What follows belongs to an exercise in optimizing a design on an open flow for small area; a production flow would make more cautious choices. In this exercise RTL edits were held to simulation tests only and were not proved equivalent to the original. No activity file was given, so power comes from the tool's default toggle rates.

==> flow/design.v <==
package rgbw_pkg;
    localparam logic [7:0] SYNC_BYTE = 8'h55;
    localparam int FRAME_BYTES = 8;
    localparam int FRAME_TIMEOUT = 1024;
    localparam int PWM_PERIOD = 255;
    localparam int BLINK_PERIODS = 4;
    localparam logic [7:0] MODE_OFF = 8'd0;
    localparam logic [7:0] MODE_STEADY = 8'd1;
endpackage
`timescale 1ns/1ps
module spi_byte_receiver (
    input  logic       clk,
    input  logic       reset,
    input  logic       sclk,
    input  logic       mosi,
    input  logic       cs_n,
    output logic [7:0] rx_byte,
    output logic       rx_ready
);
    logic sclk_meta;
    logic sclk_sync;
    logic sclk_prev;
    logic mosi_meta;
    logic mosi_sync;
    logic cs_n_meta;
    logic cs_n_sync;
    logic [2:0] bit_cnt;
    logic [6:0] shift_reg;
    logic       sclk_rise;
    assign sclk_rise = sclk_sync && !sclk_prev;
    always_ff @(posedge clk) begin
        if (!reset) begin
            sclk_meta <= 1'b0;
            sclk_sync <= 1'b0;
            sclk_prev <= 1'b0;
            mosi_meta <= 1'b0;
            mosi_sync <= 1'b0;
            cs_n_meta <= 1'b1;
            cs_n_sync <= 1'b1;
            bit_cnt   <= 3'd0;
            rx_ready  <= 1'b0;
        end else begin
            sclk_meta <= sclk;
            sclk_sync <= sclk_meta;
            sclk_prev <= sclk_sync;
            mosi_meta <= mosi;
            mosi_sync <= mosi_meta;
            cs_n_meta <= cs_n;
            cs_n_sync <= cs_n_meta;
            if (cs_n_sync) begin
                bit_cnt  <= 3'd0;
                rx_ready <= 1'b0;
            end else if (sclk_rise) begin
                bit_cnt <= bit_cnt + 3'd1;
                rx_ready <= (bit_cnt == 3'd7);
            end
        end
    end
    always_ff @(posedge clk) begin
        if (!cs_n_sync && sclk_rise) begin
            shift_reg <= {shift_reg[5:0], mosi_sync};
            if (bit_cnt == 3'd7) begin
                rx_byte <= {shift_reg, mosi_sync};
            end
        end
    end
endmodule
`timescale 1ns/1ps
module rgbw_frame_dispenser (
    input  logic       clk,
    input  logic       reset,
    input  logic [7:0] rx_byte,
    input  logic       rx_ready,
    output logic [7:0] intensity,
    output logic [7:0] colour_idx,
    output logic [7:0] red,
    output logic [7:0] green,
    output logic [7:0] blue,
    output logic [7:0] white,
    output logic [7:0] mode
);
    logic       rdy_q;
    logic       rdy_prev;
    logic       rdy_edge;
    logic [7:0] byte_q;
    logic [$clog2(rgbw_pkg::FRAME_BYTES)-1:0]   byte_cnt;
    logic [$clog2(rgbw_pkg::FRAME_TIMEOUT)-1:0] gap_cnt;
    logic [7:0] intensity_sh;
    logic [7:0] colour_idx_sh;
    logic [7:0] red_sh;
    logic [7:0] green_sh;
    logic [7:0] blue_sh;
    logic [7:0] white_sh;
    always_ff @(posedge clk) begin
        if (!reset) begin
            rdy_q      <= 1'b0;
            rdy_prev   <= 1'b0;
            rdy_edge   <= 1'b0;
            byte_cnt   <= '0;
            gap_cnt    <= '0;
            intensity  <= 8'd0;
            colour_idx <= 8'd0;
            red        <= 8'd0;
            green      <= 8'd0;
            blue       <= 8'd0;
            white      <= 8'd0;
            mode       <= rgbw_pkg::MODE_OFF;
        end else begin
            rdy_q    <= rx_ready;
            rdy_prev <= rdy_q;
            rdy_edge <= rdy_q && !rdy_prev;
            if (rdy_edge) begin
                gap_cnt <= '0;
                if (byte_cnt == '0) begin
                    if (byte_q == rgbw_pkg::SYNC_BYTE) begin
                        byte_cnt <= byte_cnt + 1'b1;
                    end
                end else if (byte_cnt == rgbw_pkg::FRAME_BYTES - 1) begin
                    intensity  <= intensity_sh;
                    colour_idx <= colour_idx_sh;
                    red        <= red_sh;
                    green      <= green_sh;
                    blue       <= blue_sh;
                    white      <= white_sh;
                    mode       <= byte_q;
                    byte_cnt   <= '0;
                end else begin
                    byte_cnt <= byte_cnt + 1'b1;
                end
            end else if (byte_cnt == '0) begin
                gap_cnt <= '0;
            end else if (gap_cnt == rgbw_pkg::FRAME_TIMEOUT - 1) begin
                byte_cnt <= '0;
                gap_cnt  <= '0;
            end else begin
                gap_cnt <= gap_cnt + 1'b1;
            end
        end
    end
    always_ff @(posedge clk) begin
        byte_q <= rx_byte;
        if (rdy_edge) begin
            case (byte_cnt)
                3'd1: intensity_sh  <= byte_q;
                3'd2: colour_idx_sh <= byte_q;
                3'd3: red_sh        <= byte_q;
                3'd4: green_sh      <= byte_q;
                3'd5: blue_sh       <= byte_q;
                3'd6: white_sh      <= byte_q;
                default: ;
            endcase
        end
    end
endmodule
`timescale 1ns/1ps
module rgbw_colour_scaler (
    input  logic       clk,
    input  logic       reset,
    input  logic [7:0] intensity,
    input  logic [7:0] colour_idx,
    input  logic [7:0] red,
    input  logic [7:0] green,
    input  logic [7:0] blue,
    input  logic [7:0] white,
    input  logic [7:0] mode,
    output logic [7:0] red_duty,
    output logic [7:0] green_duty,
    output logic [7:0] blue_duty,
    output logic [7:0] white_duty,
    output logic [7:0] out_mode
);
    logic [31:0] palette_word;
    logic [31:0] src_word;
    function automatic logic [7:0] scale(input logic [7:0] value, input logic [7:0] level);
        logic [16:0] product;
        product = {9'd0, value} * ({9'd0, level} + 17'd1);
        scale = product[15:8];
    endfunction
    always_comb begin
        case (colour_idx[2:0])
            3'd1:    palette_word = 32'hFF00_0000;
            3'd2:    palette_word = 32'h00FF_0000;
            3'd3:    palette_word = 32'h0000_FF00;
            3'd4:    palette_word = 32'h0000_00FF;
            3'd5:    palette_word = 32'hFFA0_0020;
            3'd6:    palette_word = 32'h00C0_C040;
            3'd7:    palette_word = 32'hC000_A010;
            default: palette_word = 32'h0000_0000;
        endcase
    end
    always_comb begin
        if (colour_idx[2:0] == 3'd0) begin
            src_word = {red, green, blue, white};
        end else begin
            src_word = palette_word;
        end
    end
    always_ff @(posedge clk) begin
        if (!reset) begin
            red_duty   <= 8'd0;
            green_duty <= 8'd0;
            blue_duty  <= 8'd0;
            white_duty <= 8'd0;
            out_mode   <= rgbw_pkg::MODE_OFF;
        end else begin
            red_duty   <= scale(src_word[31:24], intensity);
            green_duty <= scale(src_word[23:16], intensity);
            blue_duty  <= scale(src_word[15:8], intensity);
            white_duty <= scale(src_word[7:0], intensity);
            out_mode   <= mode;
        end
    end
endmodule
`timescale 1ns/1ps
module rgbw_pwm (
    input  logic       clk,
    input  logic       reset,
    input  logic [7:0] red_duty,
    input  logic [7:0] green_duty,
    input  logic [7:0] blue_duty,
    input  logic [7:0] white_duty,
    input  logic [7:0] mode,
    output logic       led_red,
    output logic       led_green,
    output logic       led_blue,
    output logic       led_white
);
    logic [7:0] pwm_cnt;
    logic [7:0] mode_q;
    logic [7:0] red_q;
    logic [7:0] green_q;
    logic [7:0] blue_q;
    logic [7:0] white_q;
    logic [$clog2(rgbw_pkg::BLINK_PERIODS)-1:0] blink_cnt;
    logic blink_dark;
    logic wrap;
    logic leds_on;
    assign wrap = (pwm_cnt == 8'(rgbw_pkg::PWM_PERIOD - 1));
    always_ff @(posedge clk) begin
        if (!reset) begin
            pwm_cnt    <= 8'd0;
            mode_q     <= rgbw_pkg::MODE_OFF;
            blink_cnt  <= '0;
            blink_dark <= 1'b0;
        end else if (wrap) begin
            pwm_cnt <= 8'd0;
            mode_q  <= mode;
            if (blink_cnt == rgbw_pkg::BLINK_PERIODS - 1) begin
                blink_cnt  <= '0;
                blink_dark <= !blink_dark;
            end else begin
                blink_cnt <= blink_cnt + 1'b1;
            end
        end else begin
            pwm_cnt <= pwm_cnt + 8'd1;
        end
    end
    always_ff @(posedge clk) begin
        if (wrap) begin
            red_q   <= red_duty;
            green_q <= green_duty;
            blue_q  <= blue_duty;
            white_q <= white_duty;
        end
    end
    always_comb begin
        if (mode_q == rgbw_pkg::MODE_OFF) begin
            leds_on = 1'b0;
        end else if (mode_q == rgbw_pkg::MODE_STEADY) begin
            leds_on = 1'b1;
        end else begin
            leds_on = !blink_dark;
        end
    end
    assign led_red   = leds_on && (pwm_cnt < red_q);
    assign led_green = leds_on && (pwm_cnt < green_q);
    assign led_blue  = leds_on && (pwm_cnt < blue_q);
    assign led_white = leds_on && (pwm_cnt < white_q);
endmodule
`timescale 1ns/1ps
module rgbw_led_ctrl (
    input  logic clk,
    input  logic reset,
    input  logic sclk,
    input  logic mosi,
    input  logic cs_n,
    output logic led_red,
    output logic led_green,
    output logic led_blue,
    output logic led_white
);
    logic [7:0] rx_byte;
    logic       rx_ready;
    logic [7:0] intensity;
    logic [7:0] colour_idx;
    logic [7:0] red;
    logic [7:0] green;
    logic [7:0] blue;
    logic [7:0] white;
    logic [7:0] mode;
    logic [7:0] red_duty;
    logic [7:0] green_duty;
    logic [7:0] blue_duty;
    logic [7:0] white_duty;
    logic [7:0] pwm_mode;
    spi_byte_receiver rx_i (
        .clk      (clk),
        .reset    (reset),
        .sclk     (sclk),
        .mosi     (mosi),
        .cs_n     (cs_n),
        .rx_byte  (rx_byte),
        .rx_ready (rx_ready)
    );
    rgbw_frame_dispenser disp_i (
        .clk        (clk),
        .reset      (reset),
        .rx_byte    (rx_byte),
        .rx_ready   (rx_ready),
        .intensity  (intensity),
        .colour_idx (colour_idx),
        .red        (red),
        .green      (green),
        .blue       (blue),
        .white      (white),
        .mode       (mode)
    );
    rgbw_colour_scaler scaler_i (
        .clk        (clk),
        .reset      (reset),
        .intensity  (intensity),
        .colour_idx (colour_idx),
        .red        (red),
        .green      (green),
        .blue       (blue),
        .white      (white),
        .mode       (mode),
        .red_duty   (red_duty),
        .green_duty (green_duty),
        .blue_duty  (blue_duty),
        .white_duty (white_duty),
        .out_mode   (pwm_mode)
    );
    rgbw_pwm pwm_i (
        .clk        (clk),
        .reset      (reset),
        .red_duty   (red_duty),
        .green_duty (green_duty),
        .blue_duty  (blue_duty),
        .white_duty (white_duty),
        .mode       (pwm_mode),
        .led_red    (led_red),
        .led_green  (led_green),
        .led_blue   (led_blue),
        .led_white  (led_white)
    );
endmodule
==> flow/run.sh <==
#!/bin/bash
# synth_recipe.tcl (not shown) runs the flow's synth.tcl, then flattens the netlist and writes it again
# the make line also repeats each setting of config.mk as NAME=value (left out here)
make -C /OpenROAD-flow-scripts/flow DESIGN_CONFIG=/design/flow/config.mk WORK_HOME=/design/flow/orfs CLKGATE_MAP_FILE= SYNTH_SCRIPT=/design/flow/synth_recipe.tcl finish
==> flow/config.mk <==
export PLATFORM = sky130hd
export DESIGN_NAME = rgbw_led_ctrl
export DESIGN_NICKNAME = rgbw_led_ctrl
export VERILOG_FILES = /design/flow/design.v
export SDC_FILE = /design/flow/constraint.sdc
export NUM_CORES = 4
export LEC_CHECK = 0
export CAP_MARGIN = 20
export CORE_MARGIN = 2
export CORE_UTILIZATION = 40
export SLEW_MARGIN = 20
==> flow/constraint.sdc <==
create_clock -name core_clock -period 10.0 [get_ports {clk}]
set_input_delay 2.0000 -clock core_clock [delete_from_list [all_inputs] [get_ports {clk}]]
set_output_delay 2.0000 -clock core_clock [all_outputs]
set_load 0.01 [all_outputs]
==> qor.txt <==
Outcome: finished clean
Maximum ir drop on the vdd rail: 0.131 mV
CTS H-tree lvls: 1
Detailed Place HPWL: 28100 microns
Max FFs per register: 10
Number of instances in the synthesized netlist: 1779
Pin count of the biggest net entering global routing: 71
Maximum fanout encountered on the critical timing path: 23
Detailed-route via count: 11500
Sum Neg Setup Slack: 0 ns
Area of the multi-input gates: 10000 sq um
Required time at the endpoint of the critical path: 10.49 ns
Die boundary width: 209 microns
FFs w/ async S/R, synth: 0
Worst-margin pin slew: 1.04 ns
Total count of max-transition violations in the final report: 0
First DRT Iteration DRCs: 633
Sequential cell area fraction in the yosys report: 0.335
Master of the slowest instance on the critical path: sky130_fd_sc_hd__nor2_1
Relative slew slack: 0.307
Area overhead of the layout relative to synthesis: 8.86%
Final RePlAce weighted congestion: 0.868
Final setup viols: 0
Sequential cell area: 5610 sq um
Synthesized area per cell: 9.42 sq um
Post-place instance area: 17400 sq um
Number of iterations in the first detailed-routing pass: 5
Final Hold Fails: 0
Class of the tightest hold or removal check: flop to flop
Vias in the first global route: 11900
Critical Path, Cell by Cell: nor2_1, nand2_1, a21oi_1, nand2b_1, fa_1, inv_1, fa_1, ha_1, fa_1, ha_1, a21o_1, a2111oi_0, a211oi_1, a31oi_1, o21ai_0, or3_1, nand2_1
Cell at the root of the clock tree: sky130_fd_sc_hd__clkbuf_16
Number of unique standard cell types used by synthesis: 55
Setup Fix Bufs, Post-CTS: 0
Unrepaired setup endpoints after global routing: false
Synth Warn #: 4
Antenna Diode Count: 0
Cell repeated most along the worst path: sky130_fd_sc_hd__fa_1
Synthesis-stage register bit count: 235
Worst reg2reg setup slack: 3.69 ns
Worst endpoint data arrival time: 6.80 ns
Worst clock skew: 0.0160 ns
Clock slew at reported path FFs: 0.06 ns
Timing-limited maximum frequency: 158 MHz
Largest register by flop count: disp_i.gap_cnt
Routed wire length: 36700 microns
Vertical die dimension: 209 microns
Power density of the placed cells: 104 nW/um^2
CP Capture Type: flop
First-pass GRT wire length: 61400 microns
CP Launch Type: flop
Sinks on Clock Net: 235
Via count normalized by instance count: 4.96
Post-synth EDFFs: 90
DRC: 0
WL per Instance: 15.8 microns
MaxCap Viol Count: 0
Final-layout fill cell count: 3953
Layout cells sized above 1: 0.0431
Final Cycle Share: 0.631
Die area: 43500 sq um
Post-synth design cell area: 16800 sq um
Initial Utilization: 0.408
Global router's overall resource usage: 0.175
Count of standard-cell rows: 74
Number of primary I/O pins: 9
TritonCTS clock tree: yes
Clock insertion delay at the later pin of the skew report: 0.55 ns
Period minus WS final: 6.31 ns
Hold-fix buffers, CTS: 0
Dominant register cell in the synthesized netlist: sky130_fd_sc_hd__dfxtp_1
Total non-filler cell area in the finished layout: 18200 sq um
Final net count: 2103
Initial antenna violation count: 0
Leakage power of the design: 8.17 nW
Number of antenna-violating nets in the routed design: 0
Maximum cell stage delay along the critical path: 0.89 ns
Synth Net Count: 2113
Cts repair resizes: 0
Grt ovf: 0
CTS Buffer Depth: 3
Number of buffers created by CTS: 24
Placeable Area: 41100 sq um
Port-buffer cells: 8
Category of the critical setup timing path: flop to flop
[Yosys cell counts, types with 2 or more instances]
master / number / area, sq um
sky130_fd_sc_hd__nor2b_1: 15 / 93.8
sky130_fd_sc_hd__or3_1: 4 / 25.0
sky130_fd_sc_hd__nand2b_1: 36 / 225
sky130_fd_sc_hd__a31oi_1: 4 / 25.0
sky130_fd_sc_hd__inv_1: 256 / 961
sky130_fd_sc_hd__nand3b_1: 6 / 45.0
sky130_fd_sc_hd__nand2_1: 202 / 758
sky130_fd_sc_hd__o21a_1: 21 / 158
sky130_fd_sc_hd__nor4_1: 2 / 12.5
sky130_fd_sc_hd__and2_1: 19 / 119
sky130_fd_sc_hd__a21oi_1: 79 / 395
sky130_fd_sc_hd__xnor2_1: 36 / 315
sky130_fd_sc_hd__a21o_1: 28 / 210
sky130_fd_sc_hd__o21bai_1: 2 / 15.0
sky130_fd_sc_hd__fa_1: 160 / 3200
sky130_fd_sc_hd__nand3_1: 23 / 115
sky130_fd_sc_hd__nor4bb_1: 2 / 20.0
sky130_fd_sc_hd__nor3_1: 9 / 45.0
sky130_fd_sc_hd__and3_1: 15 / 93.8
sky130_fd_sc_hd__o2111ai_1: 2 / 17.5
sky130_fd_sc_hd__edfxtp_1: 90 / 2700
sky130_fd_sc_hd__clkbuf_1: 56 / 210
sky130_fd_sc_hd__ha_1: 169 / 2110
sky130_fd_sc_hd__o21ai_1: 14 / 70.1
sky130_fd_sc_hd__buf_1: 3 / 11.3
sky130_fd_sc_hd__xor2_1: 21 / 184
sky130_fd_sc_hd__a211oi_1: 14 / 105
sky130_fd_sc_hd__o21ai_0: 22 / 110
sky130_fd_sc_hd__nor2_1: 267 / 1000
sky130_fd_sc_hd__nand4_1: 4 / 25.0
sky130_fd_sc_hd__dfxtp_1: 145 / 2900
sky130_fd_sc_hd__or2_2: 11 / 68.8
sky130_fd_sc_hd__o211a_1: 4 / 40.0
sky130_fd_sc_hd__nor3b_1: 3 / 22.5
sky130_fd_sc_hd__mux2i_1: 15 / 150
[power breakdown]
group | total, mW | internal [mW] | leakage, nW | switching (mW)
logic | 0.0241 | 0.00948 | 5.79 | 0.0146
registers | 0.992 | 0.989 | 2.00 | 0.00364
clock network | 0.874 | 0.493 | 0.384 | 0.381
total | 1.89 | 1.49 | 8.17 | 0.399
[cells in the final DEF (no fill, tap or decap), drive strengths merged, types with 19 or more instances in the layout]
master / n
nand3: 23
edfxtp: 90
inv: 259
nor2: 267
and2: 19
xnor2: 36
xor2: 21
o21ai: 36
o21a: 21
dfxtp: 145
nand2b: 36
a21o: 28
ha: 169
fa: 160
nand2: 202
a21oi: 80
clkbuf: 28
[area by class of cell]
| class | count | area share |
|---|---|---|
| multi-input combinational | 1227 | 0.548 |
| tap | 532 | 0.0365 |
| inverter | 257 | 0.0529 |
| sequential | 235 | 0.307 |
| clock buffer | 28 | 0.0354 |
| timing repair buffer | 24 | 0.0121 |
| clock inverter | 16 | 0.00741 |
[metrics by stage]
step / util / hold slack (ns) / power [mW] / cells / setup slack, ns
2_1_floorplan: - / 0.323 / 1.03 / 1779 / 4.68
3_3_place_gp: 0.424 / 0.324 / 1.04 / 2274 / 3.80
3_5_place_dp: 0.424 / 0.327 / 1.04 / 2274 / 3.70
4_1_cts: 0.443 / 0.338 / 1.92 / 2318 / 3.66
5_1_grt: 0.444 / 0.349 / 1.96 / 2319 / 3.27
6_report: 0.444 / 0.335 / 1.89 / 2319 / 3.69
[critical path: cells and delay by family, from the launching register on]
kind | cells | cell delay, ns
fa+ha+maj | 5 | 1.96
simple gates | 5 | 1.67
compound gates | 6 | 2.01
buf+inv | 1 | 0.08
flops | 1 | 0.54
[kinds of logic (layout without fill, tap and decap cells)]
family / Yosys count / in the layout / share of synthesized area
adder cells (fa/ha/maj): 329 / 329 / 0.317
XOR/XNOR: 57 / 57 / 0.0298
AND/OR/NAND/NOR: 623 / 623 / 0.162
multiplexers: 16 / 16 / 0.00963
buffers and inverters: 317 / 325 / 0.0715
AO/OA/AOI/OAI: 202 / 202 / 0.0753
flip-flops: 235 / 235 / 0.335
[path summary, 6_finish.rpt]
path | start | to | cells past startpoint
max | disp_i.colour_idx[1]$_SDFFE_PN0P_ | scaler_i.blue_duty[7]$_SDFF_PN0_ | 17
min | rx_i.rx_byte[6]$_DFFE_PP_ | disp_i.byte_q[6]$_DFF_P_ | 0
max reg2reg | disp_i.colour_idx[1]$_SDFFE_PN0P_ | scaler_i.blue_duty[7]$_SDFF_PN0_ | 17
min reg2reg | rx_i.rx_byte[6]$_DFFE_PP_ | disp_i.byte_q[6]$_DFF_P_ | 0
[routing by layer]
layer	track usage	vias up	part of all wire
met1	0.236	5561	0.47
li1	-	5662	-
met4	0.0488	0	0.027
met3	0.0310	58	0.051
met2	0.288	232	0.46
met5	0	-	0

## separate check: timing with driven ports
How much do the figures lean on ideal ports? The routed layout below was timed once more, with nothing changed but the port constraints.
Step 1 (the two cells are an assumption about what drives the block):
set clk [get_ports {clk}]
set_driving_cell -lib_cell sky130_fd_sc_hd__clkbuf_16 $clk
set_driving_cell -lib_cell sky130_fd_sc_hd__buf_2 [delete_from_list [all_inputs] $clk]
Step 2 moves the port delays by t, midway between the first and last clock arrival at a register: inputs arrive t later, outputs are due t later. That takes back most of the time a late clock gives input paths.
Three values: ideal ports, drivers, drivers and shift; two values: the first two.
t, ns: 0.591
slack for setup (ns): 3.689 / 3.689 / 3.689
worst setup path after step 2: register to register
latest minus earliest clock arrival (ns): 0.017 / 0.017
worst register clock-pin slew, ns: 0.06 / 0.06
After both steps setup and hold are still met in this run. The setup slack of this run moves by 0.000 ns with the drivers and by 0.000 ns with both steps.
